This is an optimization exercise on Yosys and OpenROAD, whose aim is small area, a short achievable clock period and few clock cycles per item, not a production implementation. Where RTL was checked, it was by simulation tests only, not by an equivalence proof against the original.

## JK
## bch
module bch (
	input  logic        i_clk,
	input  logic        i_arst_n,
	input  logic        i_set,
	input  logic [63:0] i_data,
	output logic        o_ready,
	output logic        o_finish,
	output logic [9:0]  o_data
);
	function automatic [9:0] qsolve(input [9:0] x);
		qsolve[0] = 1'b0;
		qsolve[1] = x[2] ^ x[4] ^ x[7];
		qsolve[2] = x[3] ^ x[4] ^ x[6] ^ x[7];
		qsolve[3] = x[1] ^ x[2] ^ x[4] ^ x[6] ^ x[9];
		qsolve[4] = x[3] ^ x[6] ^ x[7] ^ x[8] ^ x[9];
		qsolve[5] = x[0] ^ x[3] ^ x[6] ^ x[7] ^ x[9];
		qsolve[6] = x[7] ^ x[9];
		qsolve[7] = x[8] ^ x[9];
		qsolve[8] = x[6] ^ x[7] ^ x[9];
		qsolve[9] = x[8];
	endfunction
	function automatic [4:0] t_inv32(input [4:0] x);
		t_inv32[0] = 32'hbd89b432 >> x;
		t_inv32[1] = 32'hba357164 >> x;
		t_inv32[2] = 32'h4c98f3e8 >> x;
		t_inv32[3] = 32'h8a7ba4d8 >> x;
		t_inv32[4] = 32'hed3a0d2c >> x;
	endfunction
  ...
==> flow/config.mk <==
export PLATFORM = sky130hd
export DESIGN_NAME = bch
export DESIGN_NICKNAME = bch
export VERILOG_FILES = /design/flow/design.v
export SDC_FILE = /design/flow/constraint.sdc
export NUM_CORES = 4
export LEC_CHECK = 0
export ABC_AREA = 1
export CAP_MARGIN = 20
export CORE_MARGIN = 2
export CORE_UTILIZATION = 40
export SETUP_SLACK_MARGIN = 3.4
export SLEW_MARGIN = 20
==> flow/constraint.sdc <==
create_clock -name core_clock -period 6.5 [get_ports {i_clk}]
set_input_delay 1.3000 -clock core_clock [delete_from_list [all_inputs] [get_ports {i_clk}]]
set_output_delay 1.3000 -clock core_clock [all_outputs]
set_load 0.01 [all_outputs]
standard.sh (not shown) runs the stock make flow with config.mk's settings and CLKGATE_MAP_FILE= SYNTH_SCRIPT=/design/flow/synth_recipe.tcl, a recipe that flattens the netlist after the stock synthesis.
==> flow/flow/run.sh <==
#!/bin/bash
# Standard layout, but the port buffers are sky130_fd_sc_hd__buf_4 instead of the delay
# buffer buffer_ports picks by default. Everything else is the standard flow's own flow (standard.sh).
set -euo pipefail
bash standard.sh "BUFFER_PORTS_ARGS=-buffer_cell sky130_fd_sc_hd__buf_4" finish > standard.log 2>&1
Testbench counts of JK, summed over its fixed seeds: cycles 3,169, items 192.
## Diff of input files: MS against JK
--- a/flow/design.v
+++ b/flow/design.v
@@ -29,16 +29,23 @@
 	endfunction
 	function automatic [4:0] t_l31(input [4:0] x);
 		t_l31[0] = 32'h1afb9244 >> x;
 		t_l31[1] = 32'hb7903954 >> x;
 		t_l31[2] = 32'h2dd584d8 >> x;
 		t_l31[3] = 32'ha37162ac >> x;
 		t_l31[4] = 32'h7a6628f0 >> x;
 	endfunction
+	function automatic [4:0] t_l31m3(input [4:0] x);
+		t_l31m3[0] = 32'hb41365b4 >> x;
+		t_l31m3[1] = 32'h68e77418 >> x;
+		t_l31m3[2] = 32'h5f497224 >> x;
+		t_l31m3[3] = 32'h4e8a29dc >> x;
+		t_l31m3[4] = 32'h939957c >> x;
+	endfunction
 	function automatic [5:0] t_l33(input [4:0] x);
 		t_l33[0] = 32'h69555995 >> x;
 		t_l33[1] = 32'hf0c300ff >> x;
 		t_l33[2] = 32'h63be30a6 >> x;
 		t_l33[3] = 32'h5e952365 >> x;
 		t_l33[4] = 32'h56651daa >> x;
 		t_l33[5] = 32'h8000 >> x;
 	endfunction
@@ -888,74 +895,72 @@
 		acc3[3] <= sx[267];
 		acc3[4] <= sx[279];
 		acc3[5] <= sx[290];
 		acc3[6] <= sx[303];
 		acc3[7] <= sx[309];
 		acc3[8] <= sx[325];
 		acc3[9] <= sx[333];
 	end
-	logic [8:0] st;       
-	logic [4:0] r_31;     
-	logic [5:0] r_33;
 	logic [9:0] lin;      
 	logic [9:0] lx;
 	logic [4:0] qt;       
 	logic [4:0] qn;       
 	logic       qbz;      
 	logic [4:0] raw31;
 	logic [5:0] raw33;
+	logic [4:0] m3_31;
 	logic [5:0] m3_33;
 	assign lx = fin ? acc1 : lin;
-	logic [4:0] opa;
-	logic [4:0] op1b;
-	logic [4:0] op2b;
-	logic [4:0] esq;
-	assign esq  = t_sq(r_31);
-	assign opa  = st[2] ? esq : lx[4:0];
-	assign op1b = st[2] ? t_ki(r_33) : t_inv32(lx[9:5]);
-	assign op2b = st[2] ? t_kt(r_33) : lx[9:5];
 	always_ff @(posedge i_clk) begin
-		qt  <= m32(opa, op1b);
-		qn  <= m32(opa, op2b) ^ (st[2] ? 5'd0 : (sq32(lx[4:0]) ^ sq32(lx[9:5])));
+		qt  <= m32(lx[4:0], t_inv32(lx[9:5]));
+		qn  <= sq32(lx[4:0]) ^ m32(lx[4:0], lx[9:5]) ^ sq32(lx[9:5]);
 		qbz <= (lx[9:5] == 5'd0);
 	end
 	assign raw31 = t_l31(qn);
 	assign raw33 = qbz ? 6'd0 : t_l33(qt);
+	assign m3_31 = t_l31m3(qn);
 	assign m3_33 = qbz ? 6'd0 : t_l33m3(qt);
+	logic [8:0] st;       
 	logic [4:0] r1_31;    
 	logic [5:0] r1_33;
+	logic [4:0] r_31;     
+	logic [5:0] r_33;
 	logic [4:0] op31;
 	logic [5:0] op33;
 	logic       s1z;      
 	logic       s3z;      
 	logic       single;
 	logic       nosol;    
 	logic       sgl_n;
+	logic [4:0] esq;
+	logic [9:0] ex;
 	logic [9:0] p;
 	logic [9:0] p1;
 	logic [9:0] od;
 	logic       of;
 	logic [1:0] ocnt;
 	logic       od_lt;
 	logic       empty;
 	always_ff @(posedge i_clk or negedge i_arst_n) begin
 		if (!i_arst_n) begin
 			st <= '0;
 		end else begin
 			st <= {st[7:0], fin};
 		end
 	end
-	assign op31 = st[0] ? {raw31[3:0], raw31[4]} : st[1] ? ~r_31 : r1_31;
+	assign op31 = st[1] ? r_31 : r1_31;
 	assign op33 = st[1] ? r_33 : r1_33;
 	assign sgl_n = !s3z && (r_31 == 5'd0) && (r_33 == 6'd0);
+	assign esq   = t_sq(r_31);
 	logic [9:0] exq;
 	logic       sglq;
-	assign exq = {qt, qn};
+	assign ex    = {m32(esq, t_ki(r_33)), m32(esq, t_kt(r_33))};
 	always_ff @(posedge i_clk) begin
+		exq  <= ex;
 		sglq <= sgl_n;
 	end
 	assign p     = add1023(t_a(r_31), t_b(r_33));
 	assign od_lt = lt10(od, p1);
 	assign empty = s1z || (!single && nosol);
 	always_ff @(posedge i_clk) begin
 		if (fin) begin
 			s1z <= (acc1 == 10'd0);
@@ -969,21 +974,23 @@
 			s3z   <= (lin == 10'd0);
 			r1_31 <= raw31;
 			r1_33 <= raw33;
 		end
 		if (st[3]) begin
 			single <= sglq;
 			nosol  <= !s3z && ^(exq & 10'd288);
 		end
-		r_31 <= add31(raw31, op31);
-		if (st[0])
+		if (st[0]) begin
+			r_31 <= m3_31;
 			r_33 <= m3_33;
-		else
+		end else begin
+			r_31 <= add31(raw31, op31);
 			r_33 <= add33(raw33, op33);
+		end
 		if (st[6] || (st[8] && !od_lt))
 			p1 <= st[6] ? p : od;
 	end
 	assign o_finish = of;
 	assign o_data   = od;
 	always_ff @(posedge i_clk or negedge i_arst_n) begin
 		if (!i_arst_n) begin
 			of   <= 1'b0;
Results
- Going from JK to MS, the xor-xnor portion of the synthesized cell area was found to have gone down by 5.2 points.
- Of the two candidates, JK has the worse fmax and MS the better one.
- Relative to JK, the final instance area measured on MS has increased by more than 10%.
- Measured against each other, MS and JK differ in CTS buffer count, the higher figure coming from MS.
- MS vs. JK: share of the clock period used by the worst path went down by 1.3 points.
- MS against JK: distinct cell type count of the synthesized netlist higher, number of sequential storage elements saw an increase, multiplexer fraction of the synthesized cell area did not really move, synthesis-stage register bit count increased 10.
- Changes observed in MS relative to JK: global-route usage shows a reduction of 0.35 points; setup slack shows an increase of 0.086 ns; shortest clock period the worst path allows after layout shows a reduction of 0.086 ns; detailed route wirelength on metal3 shows an increase of about 33%.
Function not checked in MS: the RTL went through the layout flow alone.

==> what the ideal ports hide <==
The results above use ideal ports. As a check the final layouts listed here were re-extracted and re-timed, cells and wires unchanged.
Step 1, drivers: a clkbuf_16 drives i_clk and a buf_2 each remaining input, both assumed.
Step 2, shift: input delay + t, output delay - t, t = (earliest + latest rising clock arrival at the registers) / 2. This alone moves slack from input paths to output paths.
Three values: no drivers, after step 1, after step 2; two values: the first two.
run	t (ns)	setup slack, ns	worst setup path at the end	slew at the worst register clock pin (ns)
JK	0.400	3.357 / 3.357 / 3.154	input to register	0.08 / 0.08
MS	0.476	3.443 / 3.443 / 3.141	input to register	0.06 / 0.06
After both steps every run listed still meets setup and hold. For MS, which loses most, drivers alone change the setup slack by 0.000 ns; drivers and shift together by -0.302 ns.
